This is an optimization exercise on Yosys and OpenROAD, whose aim is a short achievable clock period and few clock cycles, not a production implementation.
The RTL was checked by simulation tests, not by an equivalence proof against the original design.
No activity file was given, so power comes from the tool's default toggle rates.

== run a ==
## riscv_pipe_top
module riscv_pipe_top (
    input  logic                clk,
    input  logic                rst,
    output logic [32-1:0] imem_addr,
    input  logic [32-1:0] imem_data,
    output logic [32-1:0] dmem_addr,
    output logic                dmem_read,
    output logic                dmem_write,
    output logic [32-1:0] dmem_wdata,
    input  logic [32-1:0] dmem_rdata
);
clock: 11.0 ns
lec_check: 0
abc_clock_period_in_ps: 3000
cap_margin: 20
cell_pad_in_sites_detail_placement: 2
cell_pad_in_sites_global_placement: 2
core_margin: 2
core_utilization: 30
slew_margin: 20
tns_end_percent: 100
standard.sh (not shown) runs the stock make flow with config.mk's settings and CLKGATE_MAP_FILE= SYNTH_SCRIPT=/design/flow/synth_recipe.tcl, a recipe that flattens the netlist after the stock synthesis.
==> flow/flow/run.sh <==
#!/bin/bash
# The standard layout (standard.sh, unchanged synthesis), with repair_timing
# told to keep setup slack well above zero so the achieved period shrinks.
# The make run's full output (every ORFS step's tool output) goes to standard_flow.log;
# each step's own log is also under orfs/logs/.
set -uo pipefail
bash standard.sh SETUP_SLACK_MARGIN=7.5 finish > standard_flow.log 2>&1
Testbench counts of run a, summed over its fixed seeds: cycles 101,164.
What run b does differently from run a at the input level:
-- flow/design.v --
<<< run a, line 144
    assign f_btgt    = {pc[31:BTB_TGT+1], btb_tgt[f_idx]};
    logic [13:0]  f_lo;
    logic [31:13] f_hi_dec, f_hi_inc;
    logic         f_sbr;
    logic [31:1]  f_stgt;
    assign f_sbr    = imem_data[6:0] == OPC_BRANCH &&
                      (imem_data[31] || (imem_data[12] && imem_data[14:13] != 2'b01));
    assign f_lo     = {1'b0, pc[12:0]} + {1'b0, imem_data[31], imem_data[7], imem_data[30:25], imem_data[11:8], 1'b0};
    assign f_hi_dec = pc[31:13] - 19'd1;
    assign f_hi_inc = pc[31:13] + 19'd1;
    assign f_stgt   = {imem_data[31] ? (f_lo[13] ? pc[31:13] : f_hi_dec)
                                     : (f_lo[13] ? f_hi_inc  : pc[31:13]), f_lo[12:1]};
    assign f_pred   = f_bpred || (!f_hit && f_sbr);
    assign f_tgt    = f_hit ? f_btgt : f_stgt;
>>> run b, line 144
    assign f_btgt    = {pc[31:BTB_TGT+1], btb_tgt[f_idx]};
    logic [13:0]  f_lo;
    logic [31:13] f_hi_dec;
    logic         f_sbr;
    logic [31:1]  f_stgt;
    assign f_sbr    = imem_data[6:0] == OPC_BRANCH && imem_data[31];
    assign f_lo     = {1'b0, pc[12:0]} + {1'b0, imem_data[31], imem_data[7], imem_data[30:25], imem_data[11:8], 1'b0};
    assign f_hi_dec = pc[31:13] - 19'd1;
    assign f_stgt   = {f_lo[13] ? pc[31:13] : f_hi_dec, f_lo[12:1]};
    assign f_pred   = f_bpred || (!f_hit && f_sbr);
    assign f_tgt    = f_hit ? f_btgt : f_stgt;
<<< run a, line 423
    logic [1:0]         u_cnt;
    assign u_idx = ex_mem_pc[BTB_IDX+1:2];
    logic u_alloc;
    assign u_alloc = !ex_mem_hit && (ex_mem_cond || ex_mem_pred);
    always_comb begin
        if (!ex_mem_hit)                              u_cnt = ex_mem_cond ? 2'b10 : 2'b01;
        else if (ex_mem_cond && ex_mem_cnt != 2'b11)  u_cnt = ex_mem_cnt + 2'b01;
        else if (!ex_mem_cond && ex_mem_cnt != 2'b01) u_cnt = ex_mem_cnt - 2'b01;
>>> run b, line 420
    logic [1:0]         u_cnt;
    assign u_idx = ex_mem_pc[BTB_IDX+1:2];
    always_comb begin
        if (!ex_mem_hit)                              u_cnt = 2'b10;
        else if (ex_mem_cond && ex_mem_cnt != 2'b11)  u_cnt = ex_mem_cnt + 2'b01;
        else if (!ex_mem_cond && ex_mem_cnt != 2'b01) u_cnt = ex_mem_cnt - 2'b01;
<<< run a, line 434
        if (rst) begin
            for (int i = 0; i < BTB_N; i++) btb_cnt[i] <= 2'b00;
        end else if (ex_mem_branch && (ex_mem_hit || u_alloc)) begin
            btb_cnt[u_idx] <= u_cnt;
        end
    end
    always_ff @(posedge clk) begin
        if (ex_mem_branch && (ex_mem_cond || u_alloc)) begin
            btb_tag[u_idx] <= ex_mem_pc[BTB_IDX+BTB_TAG+1:BTB_IDX+2];
            btb_tgt[u_idx] <= ex_mem_tgt[BTB_TGT:1];
>>> run b, line 429
        if (rst) begin
            for (int i = 0; i < BTB_N; i++) btb_cnt[i] <= 2'b00;
        end else if (ex_mem_branch && (ex_mem_hit || ex_mem_cond)) begin
            btb_cnt[u_idx] <= u_cnt;
        end
    end
    always_ff @(posedge clk) begin
        if (ex_mem_branch && ex_mem_cond) begin
            btb_tag[u_idx] <= ex_mem_pc[BTB_IDX+BTB_TAG+1:BTB_IDX+2];
            btb_tgt[u_idx] <= ex_mem_tgt[BTB_TGT:1];
Findings:
- Timing, DRC, antenna: 0 failures across run a and run b
- Number of global-route vias before repair: run b vs run a — no meaningful difference
- Between run a and run b, the area of placed instances does not differ in any meaningful way.
- [compare] base=run a new=run b: via count fell by about 0.9%, smallest setup slack after layout rose by 0.050 ns, count of clock-buffer cells in the layout fell by about 6%, share of the core filled with cells fell by 0.59 points, synthesized cell count stayed essentially flat.
- Run b vs. run a: final cell area excluding filler cells lost 1.2%, internal power summed over all cells picked up an extra 0.37%, final critical-path required period lost 0.050 ns.
- Between run a and run b, the difference in met1 routed wirelength after detailed routing is negligible.
- Min combinational power across run a and run b: run b
Testbench counts of run b, summed over its fixed seeds: cycles 101,589.

========
== east ==
riscv_pipe_top, a different RTL version from the one above (not shown whole).
For scale: roughly 2100 flip-flops, about 160 I/O pins, roughly 100000 sq um of cells after synthesis.
==> flow/config.mk <==
export PLATFORM = sky130hd
export DESIGN_NAME = riscv_pipe_top
export DESIGN_NICKNAME = riscv_pipe_top
export VERILOG_FILES = /design/flow/design.v
export SDC_FILE = /design/flow/constraint.sdc
export NUM_CORES = 4
export LEC_CHECK = 0
export ABC_CLOCK_PERIOD_IN_PS = 3000
export CAP_MARGIN = 20
export CELL_PAD_IN_SITES_DETAIL_PLACEMENT = 2
export CELL_PAD_IN_SITES_GLOBAL_PLACEMENT = 2
export CORE_MARGIN = 2
export CORE_UTILIZATION = 30
export SLEW_MARGIN = 20
export TNS_END_PERCENT = 100
==> flow/constraint.sdc <==
create_clock -name core_clock -period 11.0 [get_ports {clk}]
set_input_delay 2.2000 -clock core_clock [delete_from_list [all_inputs] [get_ports {clk}]]
set_output_delay 2.2000 -clock core_clock [all_outputs]
set_load 0.01 [all_outputs]
Scripts as last shown in full above: flow/flow/run.sh
Testbench counts of east, summed over its fixed seeds: cycles 103,700.
Setup changes, east to south
--- a/flow/design.v
+++ b/flow/design.v
@@ -219,35 +219,32 @@
     logic [31:0] x_a, x_b, x_s;
     logic [32:0] x_sum;
     logic        x_eq, x_lt, x_ltu;
     logic [31:0] x_sll, x_sr;
     logic [31:0] x_res;
     logic        x_cond;
     always_comb begin
         x_a = id_ex_fa_ld ? dmem_rdata : id_ex_fa_alu ? ex_mem_res : id_ex_a;
         x_b = id_ex_fb_ld ? dmem_rdata : id_ex_fb_alu ? ex_mem_res : id_ex_b;
         x_s = id_ex_fs_ld ? dmem_rdata : id_ex_fs_alu ? ex_mem_res : id_ex_s;
     end
-    logic [31:0] x_s0;
-    logic        x_c0;
     ks_add32 i_add (
-        .a    (x_a ^ {32{id_ex_sub}}),
-        .b    (x_b),
-        .cin  (1'b0),
-        .sum  (x_s0),
-        .cout (x_c0)
+        .a    (x_a),
+        .b    (x_b ^ {32{id_ex_sub}}),
+        .cin  (id_ex_sub),
+        .sum  (x_sum[31:0]),
+        .cout (x_sum[32])
     );
-    assign x_sum = {x_c0, x_s0 ^ {32{id_ex_sub}}};
     assign x_eq  = (x_a == x_b);
-    assign x_ltu = x_c0;
-    assign x_lt  = (x_a[31] ^ x_b[31]) ? x_a[31] : !x_s0[31];
+    assign x_ltu = !x_sum[32];
+    assign x_lt  = (x_a[31] ^ x_b[31]) ? x_a[31] : x_sum[31];
     assign x_sll = x_a << x_b[4:0];
     assign x_sr  = $signed({id_ex_sra & x_a[31], x_a}) >>> x_b[4:0];
     assign x_res = ({32{id_ex_op_add}}  & x_sum[31:0])
                  | ({32{id_ex_op_sll}}  & x_sll)
                  | ({32{id_ex_op_sr}}   & x_sr)
                  | ({32{id_ex_op_slt}}  & {31'b0, x_lt})
                  | ({32{id_ex_op_sltu}} & {31'b0, x_ltu})
                  | ({32{id_ex_op_xor}}  & (x_a ^ x_b))
                  | ({32{id_ex_op_or}}   & (x_a | x_b))
                  | ({32{id_ex_op_and}}  & (x_a & x_b));
     assign x_cond = (id_ex_br_eq ? x_eq : id_ex_br_lt ? x_lt : id_ex_br_ltu ? x_ltu : 1'b0) ^ id_ex_br_inv;
### Flow results
- The final layouts of south and east pass the timing, design-rule and antenna checks.
- east → south: post-place setup slack -0.11 ns; die area about even.
- south vs east, maximum clock rate went down by about 0.7%.
- Worst setup slack in south vs east: down 0.032 ns
- Between east and south, the height of the die figures differ only marginally.
- Taking east as the reference, in south residual overflow from global routing barely changed; number of buffers inserted to repair setup after CTS dropped 9; proportion of power drawn by the clock network dropped 0.7 points; via count barely changed.
- | first-pass GRT wire length | south vs east | worse |
Testbench counts of south, summed over its fixed seeds: cycles 103,700.

## separate check: timing with driven ports
Ports are ideal in the flow. The routed layouts listed here were re-timed in OpenROAD. Step 1 (the two cells are an assumption about what drives the block):
set clk [get_ports {clk}]
set_driving_cell -lib_cell sky130_fd_sc_hd__clkbuf_16 $clk
set_driving_cell -lib_cell sky130_fd_sc_hd__buf_2 [delete_from_list [all_inputs] $clk]
Step 2 moves the port delays by t, midway between the first and last clock arrival at a register: inputs arrive t later, outputs are due t later. That takes back most of the time a late clock gives input paths. Slacks: no drivers / after step 1 / after step 2; pairs: no drivers / after step 1.
run	shift t [ns]	setup slack, ns	hold slack, ns	worst slew at a driven data input, ns	cell pins on the clock port's net
run a	1.068	6.371 / 6.371 / 5.603	0.314 / 0.314 / 0.314	0.08	1
run b	1.040	6.421 / 6.433 / 5.421	0.320 / 0.320 / 0.320	0.09	1
east	1.002	6.508 / 6.548 / 5.546	0.260 / 0.260 / 0.260	0.09	1
south	1.020	6.476 / 6.487 / 5.467	0.277 / 0.277 / 0.277	0.18	1
After both steps setup and hold are still met in every run listed. For south, which loses most, drivers alone change the setup slack by +0.011 ns; drivers and shift together by -1.009 ns.
